This is an optimization exercise on Yosys and OpenROAD, whose aim is small area and a short achievable clock period, not a production implementation.

==> inputs of job 6852 <==
==> flow/design.v <==
`timescale 1ns/1ps
package sync_pkg;
	typedef logic [64-1:0]  data_word_t;
	typedef logic [8-1:0]  ctrl_byte_t;
	typedef logic [64-1:0]  time_t;
	typedef logic [4-1:0] port_mask_t;  
	typedef enum logic [8-1:0] {
		CTRL_SOF  = 8'hFF,
		CTRL_BODY = 8'h00,
		CTRL_EOF  = 8'h01
	} ctrl_code_t;
	typedef enum logic [1:0] {
		RX_IDLE,
		RX_WAIT_SOF,
		RX_BODY,
		RX_DONE
	} rx_state_t;
	typedef enum logic {
		TX_IDLE,
		TX_SEND
	} tx_state_t;
endpackage
`timescale 1ns/1ps
module sync_event_ctrl (
	input  logic                                  clk,
	input  logic                                  rst,
	input  logic                                  master_mode,
	input  logic                                  slave_mode,
	input  logic [4-1:0]               sync_rx_valid,
	input  logic [16-1:0]       sync_interval,
	input  logic [16-1:0]        sync_timeout,
	input  logic [32-1:0]          link_delay,
	input  logic [64-1:0]                sync_data,
	input  logic [8-1:0]                sync_ctrl,
	input  logic [4-1:0]               sync_wr,
	input  logic [4-1:0]               udp_rdy,
	output wire  [4*64-1:0]   udp_data,
	output wire  [4*8-1:0]   udp_ctrl,
	output wire  [4-1:0]               udp_wr,
	output logic [4-1:0]               sync_rdy,
	output logic [64-1:0]                local_clk_counter,
	output logic [64-1:0]                global_time,
	output logic                                  sync_state
);
	localparam logic [79:0] PORT_ID = 80'h0000_FF05_2345_6789_ABCD;
	localparam logic [47:0] MAC_DST = 48'h011B_1900_0000;
	localparam logic [47:0] MAC_SRC = 48'h3C97_0E0F_6857;
	localparam logic [63:0] NEG_K   = 64'd0 - 64'd5536;
	logic        m;
	assign m = master_mode;
	logic        m_q;
	logic        s_q;
	logic [32:0] ld_k;   
	always_ff @(posedge clk) begin
		m_q  <= master_mode;
		s_q  <= slave_mode;
		ld_k <= 33'(link_delay) + 33'(64'd5536);
	end
	logic [6:0]                      us_cnt;
	logic                            us_wrap;
	logic [16-1:0] interval_cnt;
	logic [16-1:0]  timeout_cnt;
	logic                            sync_tick;
	logic                            rx_done;
	assign us_wrap = (us_cnt == 7'(125 - 1));
	always_ff @(posedge clk or posedge rst) begin
		if (rst) begin
			us_cnt       <= '0;
			interval_cnt <= '0;
			sync_tick    <= 1'b0;
		end else begin
			us_cnt <= us_wrap ? '0 : us_cnt + 1'b1;
			if (interval_cnt == sync_interval) begin
				interval_cnt <= '0;
				sync_tick    <= 1'b1;
			end else begin
				sync_tick <= 1'b0;
				if (us_wrap)
					interval_cnt <= interval_cnt + 1'b1;
			end
		end
	end
	always_ff @(posedge clk or posedge rst) begin
		if (rst)
			timeout_cnt <= '0;
		else if (rx_done || m)
			timeout_cnt <= '0;
		else if (slave_mode && sync_tick && timeout_cnt != sync_timeout)
			timeout_cnt <= timeout_cnt + 1'b1;
	end
	always_ff @(posedge clk or posedge rst) begin
		if (rst)
			sync_state <= 1'b0;
		else
			sync_state <= m || (slave_mode && (timeout_cnt < sync_timeout));
	end
	logic [4-1:0] ingress_port;
	logic [4-1:0] lowest_valid;
	logic                    grant_ok;
	logic                    rs_wait;    
	logic [8:1]              rs_body;    
	logic                    rs_done;
	logic                    rs_idle;
	logic                    rx_busy;
	logic                    word_valid;
	logic                    sof_hit;
	logic                    last_word;
	logic [3:1]              fwd;        
	logic [8:0]              tx_pos;     
	logic                    tx_busy;
	assign word_valid = |sync_wr;
	assign rx_busy    = (|rs_body) || rs_done;
	assign rs_idle    = !rs_wait && !rx_busy;
	assign sof_hit    = rs_wait && word_valid && (sync_ctrl == 8'hFF);
	assign last_word  = rs_body[8] && word_valid;
	assign rx_done    = rs_done;
	assign lowest_valid = sync_rx_valid & (~sync_rx_valid + 1'b1);
	assign grant_ok = slave_mode && !m && !rx_busy && !tx_busy &&
		(sync_rdy == '0) && (sync_rx_valid != '0);
	always_ff @(posedge clk or posedge rst) begin
		if (rst) begin
			sync_rdy     <= '0;
			ingress_port <= '0;
		end else if (grant_ok) begin
			sync_rdy     <= lowest_valid;
			ingress_port <= lowest_valid;
		end else if (last_word) begin
			sync_rdy <= '0;
		end
	end
	always_ff @(posedge clk or posedge rst) begin
		if (rst) begin
			rs_wait <= 1'b0;
			rs_body <= '0;
			rs_done <= 1'b0;
			fwd     <= '0;
		end else begin
			rs_wait    <= !m && (rs_idle || (rs_wait && !sof_hit));
			rs_body[1] <= !m && (sof_hit || (rs_body[1] && !word_valid));
			for (int k = 2; k <= 8; k++)
				rs_body[k] <= !m && (word_valid ? rs_body[k-1] : rs_body[k]);
			rs_done    <= !m && last_word;
			fwd        <= {fwd[2:1], rs_body[4] && word_valid};
		end
	end
	logic [63:0] corr;
	logic [3:1]  rev;        
	logic [16:0] sum1;       
	logic [17:0] sum2;       
	logic [30:0] sum3;       
	logic        cy16;
	logic        cy33;
	assign rev  = tx_pos[2:0];
	assign sum1 = 17'(corr[15:0]) + 17'(rev[1] ? NEG_K[15:0] : ld_k[15:0]);
	logic [18:0] sum2c;
	assign sum2c = {1'b0, corr[32:16], cy16} + {1'b0, rev[2] ? NEG_K[32:16] : ld_k[32:16], cy16};
	assign sum2  = sum2c[18:1];
	always_comb begin
		logic        inc, dec;
		logic [31:0] x;
		logic [3:0]  g1, g0, u1, u0;
		logic        t1, t0;
		inc = !rev[3] && cy33;
		dec = rev[3] && !cy33;
		x = {1'b0, corr[63:33]};
		for (int k = 0; k < 4; k++) begin
			g1[k] = &x[8*k +: 8];
			g0[k] = ~|x[8*k +: 8];
		end
		for (int k = 0; k < 4; k++) begin
			u1[k] = inc && &(g1 | ~((4'd1 << k) - 4'd1));
			u0[k] = dec && &(g0 | ~((4'd1 << k) - 4'd1));
		end
		for (int k = 0; k < 4; k++)
			for (int i = 0; i < 8; i++)
				if (8*k+i < 31) begin
					t1 = u1[k] && (i == 0 || &(x[8*k +: 8] | ~(8'hFF >> (8-i))));
					t0 = u0[k] && (i == 0 || ~|(x[8*k +: 8] & (8'hFF >> (8-i))));
					sum3[8*k+i] = x[8*k+i] ^ (t1 || t0);
				end
	end
	always_ff @(posedge clk) begin
		cy16 <= sum1[16];
		cy33 <= sum2[17];
	end
	logic [63:0] hdr;
	logic [47:0] mac_dst;
	logic [47:0] mac_src;
	logic [79:0] origin;
	logic [47:0] trailer;
	logic        m_start;
	assign m_start = sync_tick && m && !tx_busy;
	always_ff @(posedge clk) begin
		if (m_q ? m_start : sof_hit)
			hdr <= m_q ? local_clk_counter : sync_data;
		if (rs_body[1] && word_valid) begin
			mac_dst         <= sync_data[63:16];
			mac_src[47:32]  <= sync_data[15:0];
		end
		if (rs_body[2] && word_valid)
			mac_src[31:0] <= sync_data[63:32];
		if (rs_body[3] && word_valid)
			corr[63:48] <= sync_data[15:0];
		if (rs_body[4] && word_valid)
			corr[47:0] <= sync_data[63:16];
		if (fwd[1] || rev[1])
			corr[15:0] <= sum1[15:0];
		if (fwd[2] || rev[2])
			corr[32:16] <= sum2[16:0];
		if (fwd[3] || rev[3])
			corr[63:33] <= sum3;
		if (rs_body[7] && word_valid)
			origin[79:16] <= sync_data;
		if (rs_body[8] && word_valid) begin
			origin[15:0] <= sync_data[63:48];
			trailer      <= sync_data[47:0];
		end
	end
	logic [63:0] rx_time;
	logic [63:0] cnt_inc;
	logic [60:0] gt_inc;
	logic [7:1]  cnt_ones;   
	logic [7:0]  cnt_up;     
	assign rx_time = origin[63:0] + corr;
	assign cnt_up = {cnt_ones, 1'b1};
	always_comb begin
		for (int k = 0; k < 8; k++)
			for (int i = 0; i < 8; i++)
				cnt_inc[8*k+i] = local_clk_counter[8*k+i] ^
					(cnt_up[k] && (i == 0 || &(local_clk_counter[8*k +: 8] | ~(8'hFF >> (8-i)))));
	end
	always_ff @(posedge clk or posedge rst) begin
		if (rst) begin
			local_clk_counter <= '0;
			cnt_ones          <= '0;
		end else begin
			local_clk_counter <= cnt_inc;
			for (int k = 1; k < 8; k++)
				cnt_ones[k] <= &((local_clk_counter ^ 64'd1) | ~((64'd1 << (8*k)) - 64'd1));
		end
	end
	always_comb begin
		logic [7:0] grp;
		logic [7:0] up;
		logic [63:0] t;
		t = {3'b000, global_time[63:3]};
		for (int k = 0; k < 8; k++)
			grp[k] = &t[8*k +: 8];
		for (int k = 0; k < 8; k++)
			up[k] = &(grp | ~((8'd1 << k) - 8'd1));
		for (int k = 0; k < 8; k++)
			for (int i = 0; i < 8; i++)
				if (8*k+i < 61)
					gt_inc[8*k+i] = t[8*k+i] ^
						(up[k] && (i == 0 || &(t[8*k +: 8] | ~(8'hFF >> (8-i)))));
	end
	always_ff @(posedge clk or posedge rst) begin
		if (rst)
			global_time <= '0;
		else if (rx_done)
			global_time <= rx_time;
		else
			global_time[63:3] <= gt_inc;
	end
	logic        start;
	logic [63:0] w [0:8];
	logic [63:0] tx_data;
	logic [63:0] od;
	logic [4-1:0] oc_sof;
	logic [4-1:0] oc_end;
	logic [4-1:0] ow;
	assign start   = rx_done || m_start;
	assign tx_busy = |tx_pos;
	always_ff @(posedge clk or posedge rst) begin
		if (rst)
			tx_pos <= '0;
		else
			tx_pos <= {tx_pos[7:0], start};
	end
	assign w[0] = hdr;
	assign w[1] = m_q ? {MAC_DST, MAC_SRC[47:32]} : {mac_dst, mac_src[47:32]};
	assign w[2] = {m_q ? MAC_SRC[31:0] : mac_src[31:0], 16'h88F7, 12'h000, 4'h2};
	assign w[3] = {16'h002C, 8'h00, 8'h00, 16'h0000, m_q ? 16'h0 : corr[63:48]};
	assign w[4] = {m_q ? 48'h0 : corr[47:0], 16'h0000};
	assign w[5] = {16'h0000, PORT_ID[79:32]};
	assign w[6] = {PORT_ID[31:0], 16'h0000, 8'h00, 8'h7F};
	assign w[7] = m_q ? {16'h0, hdr[60:13]} : origin[79:16];
	assign w[8] = m_q ? {hdr[12:0], 3'b000, 48'h0} : {origin[15:0], trailer};
	always_comb begin
		tx_data = '0;
		for (int k = 0; k <= 8; k++)
			tx_data = tx_data | ({64{tx_pos[k]}} & w[k]);
	end
	always_ff @(posedge clk) begin
		od     <= tx_data;
		oc_sof <= {4{tx_pos[0]}} & udp_rdy;
		oc_end <= {4{tx_pos[0] || tx_pos[8]}} & udp_rdy;
	end
	always_ff @(posedge clk or posedge rst) begin
		if (rst)
			ow <= '0;
		else
			for (int p = 0; p < 4; p++)
				ow[p] <= tx_busy && udp_rdy[p] && (m_q || (s_q && !ingress_port[p]));
	end
	for (genvar p = 0; p < 4; p++) begin : g_port
		assign udp_data[p*64 +: 64] = od;
		assign udp_ctrl[p*8 +: 8] = {{7{oc_sof[p]}}, oc_end[p]};
		assign udp_wr[p] = ow[p];
	end
endmodule
==> flow/flow/run.sh <==
#!/bin/bash
# Standard ORFS layout, with the smallest buffer on every port instead of
# the one buffer_ports picks by itself.
set -euo pipefail
export BUFFER_PORTS_ARGS="-buffer_cell sky130_fd_sc_hd__buf_1"
bash standard.sh > standard.log 2>&1
==> flow/standard.sh <==
#!/bin/bash
# synth_recipe.tcl (not shown) runs the flow's synth.tcl, then flattens the netlist and writes it again
# the make line also repeats each setting of config.mk as NAME=value (left out here)
make -C /OpenROAD-flow-scripts/flow DESIGN_CONFIG=/design/flow/config.mk WORK_HOME=/design/flow/orfs CLKGATE_MAP_FILE= SYNTH_SCRIPT=/design/flow/synth_recipe.tcl "${@:-finish}"
==> flow/config.mk <==
export PLATFORM = sky130hd
export DESIGN_NAME = sync_event_ctrl
export DESIGN_NICKNAME = sync_event_ctrl
export VERILOG_FILES = /design/flow/design.v
export SDC_FILE = /design/flow/constraint.sdc
export NUM_CORES = 4
export LEC_CHECK = 0
export CAP_MARGIN = 20
export CORE_MARGIN = 2
export CORE_UTILIZATION = 55
export CTS_CLUSTER_DIAMETER = 100
export CTS_CLUSTER_SIZE = 30
export PLACE_DENSITY = 0.75
export SETUP_SLACK_MARGIN = 2.5
export SLEW_MARGIN = 20
==> flow/constraint.sdc <==
create_clock -name core_clock -period 5.5 [get_ports {clk}]
set_input_delay 1.1000 -clock core_clock [delete_from_list [all_inputs] [get_ports {clk}]]
set_output_delay 1.1000 -clock core_clock [all_outputs]
set_load 0.01 [all_outputs]
==> inputs of job 4081, as changes to job 6852 <==
==> flow/design.v, changed modules only <==
module sync_event_ctrl (
	input  logic                                  clk,
	input  logic                                  rst,
	input  logic                                  master_mode,
	input  logic                                  slave_mode,
	input  logic [4-1:0]               sync_rx_valid,
	input  logic [16-1:0]       sync_interval,
	input  logic [16-1:0]        sync_timeout,
	input  logic [32-1:0]          link_delay,
	input  logic [64-1:0]                sync_data,
	input  logic [8-1:0]                sync_ctrl,
	input  logic [4-1:0]               sync_wr,
	input  logic [4-1:0]               udp_rdy,
	output wire  [4*64-1:0]   udp_data,
	output wire  [4*8-1:0]   udp_ctrl,
	output wire  [4-1:0]               udp_wr,
	output logic [4-1:0]               sync_rdy,
	output logic [64-1:0]                local_clk_counter,
	output logic [64-1:0]                global_time,
	output logic                                  sync_state
);
	localparam logic [79:0] PORT_ID = 80'h0000_FF05_2345_6789_ABCD;
	localparam logic [47:0] MAC_DST = 48'h011B_1900_0000;
	localparam logic [47:0] MAC_SRC = 48'h3C97_0E0F_6857;
	localparam logic [63:0] NEG_K   = 64'd0 - 64'd5536;
	logic        m;
	assign m = master_mode;
	logic        m_q;
	logic        s_q;
	logic [32:0] ld_k;   
	always_ff @(posedge clk) begin
		m_q  <= master_mode;
		s_q  <= slave_mode;
		ld_k <= 33'(link_delay) + 33'(64'd5536);
	end
	logic [6:0]                      us_cnt;
	logic                            us_wrap;
	logic [16-1:0] interval_cnt;
	logic [16-1:0]  timeout_cnt;
	logic                            sync_tick;
	logic                            rx_done;
	assign us_wrap = (us_cnt == 7'(125 - 1));
	always_ff @(posedge clk or posedge rst) begin
		if (rst) begin
			us_cnt       <= '0;
			interval_cnt <= '0;
			sync_tick    <= 1'b0;
		end else begin
			us_cnt <= us_wrap ? '0 : us_cnt + 1'b1;
			if (interval_cnt == sync_interval) begin
				interval_cnt <= '0;
				sync_tick    <= 1'b1;
			end else begin
				sync_tick <= 1'b0;
				if (us_wrap)
					interval_cnt <= interval_cnt + 1'b1;
			end
		end
	end
	always_ff @(posedge clk or posedge rst) begin
		if (rst)
			timeout_cnt <= '0;
		else if (rx_done || m)
			timeout_cnt <= '0;
		else if (slave_mode && sync_tick && timeout_cnt != sync_timeout)
			timeout_cnt <= timeout_cnt + 1'b1;
	end
	always_ff @(posedge clk or posedge rst) begin
		if (rst)
			sync_state <= 1'b0;
		else
			sync_state <= m || (slave_mode && (timeout_cnt < sync_timeout));
	end
	logic [4-1:0] ingress_port;
	logic [4-1:0] lowest_valid;
	logic                    grant_ok;
	logic                    rs_wait;    
	logic [8:1]              rs_body;    
	logic                    rs_done;
	logic                    rs_idle;
	logic                    rx_busy;
	logic                    word_valid;
	logic                    sof_hit;
	logic                    last_word;
	logic [3:1]              fwd;        
	logic [8:0]              tx_pos;     
	logic                    tx_busy;
	assign word_valid = |sync_wr;
	assign rx_busy    = (|rs_body) || rs_done;
	assign rs_idle    = !rs_wait && !rx_busy;
	assign sof_hit    = rs_wait && word_valid && (sync_ctrl == 8'hFF);
	assign last_word  = rs_body[8] && word_valid;
	assign rx_done    = rs_done;
	assign lowest_valid = sync_rx_valid & (~sync_rx_valid + 1'b1);
	assign grant_ok = slave_mode && !m && !rx_busy && !tx_busy &&
		(sync_rdy == '0) && (sync_rx_valid != '0);
	always_ff @(posedge clk or posedge rst) begin
		if (rst) begin
			sync_rdy     <= '0;
			ingress_port <= '0;
		end else if (grant_ok) begin
			sync_rdy     <= lowest_valid;
			ingress_port <= lowest_valid;
		end else if (last_word) begin
			sync_rdy <= '0;
		end
	end
	always_ff @(posedge clk or posedge rst) begin
		if (rst) begin
			rs_wait <= 1'b0;
			rs_body <= '0;
			rs_done <= 1'b0;
			fwd     <= '0;
		end else begin
			rs_wait    <= !m && (rs_idle || (rs_wait && !sof_hit));
			rs_body[1] <= !m && (sof_hit || (rs_body[1] && !word_valid));
			for (int k = 2; k <= 8; k++)
				rs_body[k] <= !m && (word_valid ? rs_body[k-1] : rs_body[k]);
			rs_done    <= !m && last_word;
			fwd        <= {fwd[2:1], rs_body[4] && word_valid};
		end
	end
	logic [63:0] corr;
	logic [3:1]  rev;        
	logic [16:0] sum1;       
	logic [17:0] sum2;       
	logic [30:0] sum3;       
	logic        cy16;
	logic        cy33;
	assign rev  = tx_pos[2:0];
	assign sum1 = 17'(corr[15:0]) + 17'(rev[1] ? NEG_K[15:0] : ld_k[15:0]);
	assign sum2 = 18'(corr[32:16]) + 18'(rev[2] ? NEG_K[32:16] : ld_k[32:16]) + 18'(cy16);
	assign sum3 = corr[63:33] + (rev[3] ? NEG_K[63:33] : 31'd0) + 31'(cy33);
	always_ff @(posedge clk) begin
		cy16 <= sum1[16];
		cy33 <= sum2[17];
	end
	logic [63:0] hdr;
	logic [47:0] mac_dst;
	logic [47:0] mac_src;
	logic [79:0] origin;
	logic [47:0] trailer;
	logic        m_start;
	assign m_start = sync_tick && m && !tx_busy;
	always_ff @(posedge clk) begin
		if (m_q ? m_start : sof_hit)
			hdr <= m_q ? local_clk_counter : sync_data;
		if (rs_body[1] && word_valid) begin
			mac_dst         <= sync_data[63:16];
			mac_src[47:32]  <= sync_data[15:0];
		end
		if (rs_body[2] && word_valid)
			mac_src[31:0] <= sync_data[63:32];
		if (rs_body[3] && word_valid)
			corr[63:48] <= sync_data[15:0];
		if (rs_body[4] && word_valid)
			corr[47:0] <= sync_data[63:16];
		if (fwd[1] || rev[1])
			corr[15:0] <= sum1[15:0];
		if (fwd[2] || rev[2])
			corr[32:16] <= sum2[16:0];
		if (fwd[3] || rev[3])
			corr[63:33] <= sum3;
		if (rs_body[7] && word_valid)
			origin[79:16] <= sync_data;
		if (rs_body[8] && word_valid) begin
			origin[15:0] <= sync_data[63:48];
			trailer      <= sync_data[47:0];
		end
	end
	logic [63:0] rx_time;
	logic [63:0] cnt_inc;
	logic [60:0] gt_inc;
	always_comb begin
		logic [63:0] p, g, pp, gg;
		p  = origin[63:0] ^ corr;
		g  = origin[63:0] & corr;
		pp = p;
		gg = g;
		for (int d = 1; d < 64; d = d * 2)
			for (int i = 63; i >= d; i--) begin
				gg[i] = gg[i] | (pp[i] & gg[i-d]);
				pp[i] = pp[i] & pp[i-d];
			end
		rx_time[0] = p[0];
		for (int i = 1; i < 64; i++)
			rx_time[i] = p[i] ^ gg[i-1];
	end
	always_comb begin
		logic [63:0] ca;
		logic [60:0] ta;
		ca = local_clk_counter;
		for (int d = 1; d < 64; d = d * 2)
			for (int i = 2*d-1; i < 64; i = i + 2*d)
				ca[i] = ca[i] & ca[i-d];
		for (int d = 16; d >= 1; d = d / 2)
			for (int i = 3*d-1; i < 64; i = i + 2*d)
				ca[i] = ca[i] & ca[i-d];
		cnt_inc[0] = !local_clk_counter[0];
		for (int i = 1; i < 64; i++)
			cnt_inc[i] = local_clk_counter[i] ^ ca[i-1];
		ta = global_time[63:3];
		for (int d = 1; d < 61; d = d * 2)
			for (int i = 2*d-1; i < 61; i = i + 2*d)
				ta[i] = ta[i] & ta[i-d];
		for (int d = 16; d >= 1; d = d / 2)
			for (int i = 3*d-1; i < 61; i = i + 2*d)
				ta[i] = ta[i] & ta[i-d];
		gt_inc[0] = !global_time[3];
		for (int i = 1; i < 61; i++)
			gt_inc[i] = global_time[i+3] ^ ta[i-1];
	end
	always_ff @(posedge clk or posedge rst) begin
		if (rst)
			local_clk_counter <= '0;
		else
			local_clk_counter <= cnt_inc;
	end
	always_ff @(posedge clk or posedge rst) begin
		if (rst)
			global_time <= '0;
		else if (rx_done)
			global_time <= rx_time;
		else
			global_time[63:3] <= gt_inc;
	end
	logic        start;
	logic [63:0] w [0:8];
	logic [63:0] tx_data;
	logic [63:0] od;
	logic [4-1:0] oc_sof;
	logic [4-1:0] oc_end;
	logic [4-1:0] ow;
	assign start   = rx_done || m_start;
	assign tx_busy = |tx_pos;
	always_ff @(posedge clk or posedge rst) begin
		if (rst)
			tx_pos <= '0;
		else
			tx_pos <= {tx_pos[7:0], start};
	end
	assign w[0] = hdr;
	assign w[1] = m_q ? {MAC_DST, MAC_SRC[47:32]} : {mac_dst, mac_src[47:32]};
	assign w[2] = {m_q ? MAC_SRC[31:0] : mac_src[31:0], 16'h88F7, 12'h000, 4'h2};
	assign w[3] = {16'h002C, 8'h00, 8'h00, 16'h0000, m_q ? 16'h0 : corr[63:48]};
	assign w[4] = {m_q ? 48'h0 : corr[47:0], 16'h0000};
	assign w[5] = {16'h0000, PORT_ID[79:32]};
	assign w[6] = {PORT_ID[31:0], 16'h0000, 8'h00, 8'h7F};
	assign w[7] = m_q ? {16'h0, hdr[60:13]} : origin[79:16];
	assign w[8] = m_q ? {hdr[12:0], 3'b000, 48'h0} : {origin[15:0], trailer};
	always_comb begin
		tx_data = '0;
		for (int k = 0; k <= 8; k++)
			tx_data = tx_data | ({64{tx_pos[k]}} & w[k]);
	end
	always_ff @(posedge clk) begin
		od     <= tx_data;
		oc_sof <= {4{tx_pos[0]}} & udp_rdy;
		oc_end <= {4{tx_pos[0] || tx_pos[8]}} & udp_rdy;
	end
	always_ff @(posedge clk or posedge rst) begin
		if (rst)
			ow <= '0;
		else
			for (int p = 0; p < 4; p++)
				ow[p] <= tx_busy && udp_rdy[p] && (m_q || (s_q && !ingress_port[p]));
	end
	for (genvar p = 0; p < 4; p++) begin : g_port
		assign udp_data[p*64 +: 64] = od;
		assign udp_ctrl[p*8 +: 8] = {{7{oc_sof[p]}}, oc_end[p]};
		assign udp_wr[p] = ow[p];
	end
endmodule
- CORE_UTILIZATION: 55 -> 40
- CTS_CLUSTER_DIAMETER: 100 -> not set
- CTS_CLUSTER_SIZE: 30 -> not set
- PLACE_DENSITY: 0.75 -> not set
- SETUP_SLACK_MARGIN: 2.5 -> 2.0
==> flow_metrics.env <==
export IMPL_outcome="no timing/DRC/antenna violations"
export IMPL_synth_area_top_cells="edfxtp_1 30%, dfrtp_1 14%, ha_1 7.4%"
export IMPL_seq_cell_count=664
export IMPL_num_tap_cells=1155
export IMPL_min_period_over_period_pct=62.7
export IMPL_mostFrequentLayoutCells="576 x buf_1, 352 x edfxtp_1, 216 x nand2_1"
export IMPL_worst_slack_ns=2.05
export IMPL_n_all_inverters=78
export IMPL_crit_chain="ha_1 -> fa_1 -> a21oi_2 -> o21ai_2 -> a311o_1 -> a22oi_2 -> nand2_2 -> a21oi_4 -> o211ai_1 -> a311oi_2 -> nor3b_1 -> a311oi_1"
export IMPL_netlist_instances=3155
export IMPL_dp_hpwl_um=90200
export IMPL_n_clock_buffer=114
That was job 4081.
==> flow_metrics.env <==
export IMPL_num_tap_cells=846
export IMPL_netlist_instances=3258
export IMPL_seq_cell_count=671
export IMPL_min_period_over_period_pct=58.1
export IMPL_n_all_inverters=75
export IMPL_outcome="no timing/DRC/antenna violations"
export IMPL_synth_area_top_cells="edfxtp_1 30%, dfrtp_1 15%, dfxtp_1 6.2%"
export IMPL_worst_slack_ns=2.30
export IMPL_crit_chain="buf_6 -> or4b_4 -> nor4_4 -> buf_4 -> nand3_4 -> or3_4 -> or3_4 -> nor2_4 -> nand3_2 -> mux2i_1 -> and3_1 -> nor3_2"
That was job 6852.
No run of this note included a check of the RTL's function; only the layout flow was run.

==> port drivers added, routing unchanged <==
How much do the figures lean on ideal ports? The routed layouts below were timed once more, with nothing changed but the port constraints.
Step 1: set_driving_cell puts a clkbuf_16 on clk and a buf_2 on each other input, an assumption about the parent block.
Step 2 moves the port delays by t, midway between the first and last clock arrival at a register: inputs arrive t later, outputs are due t later. That takes back most of the time a late clock gives input paths.
Slacks: ideal ports / drivers / drivers and shift; pairs: ideal ports / drivers.
run	t (ns)	slack for setup (ns)	worst setup path after step 2	worst slew at a driven data input, ns	cell pins on the clock port's net
job 6852	0.698	2.305 / 2.305 / 2.161	input to register	0.08	1
job 4081	0.697	2.053 / 2.053 / 1.932	input to register	0.11	1
After both steps every run listed still meets setup and hold. For job 6852, which loses most, drivers alone change the setup slack by 0.000 ns; drivers and shift together by -0.144 ns.
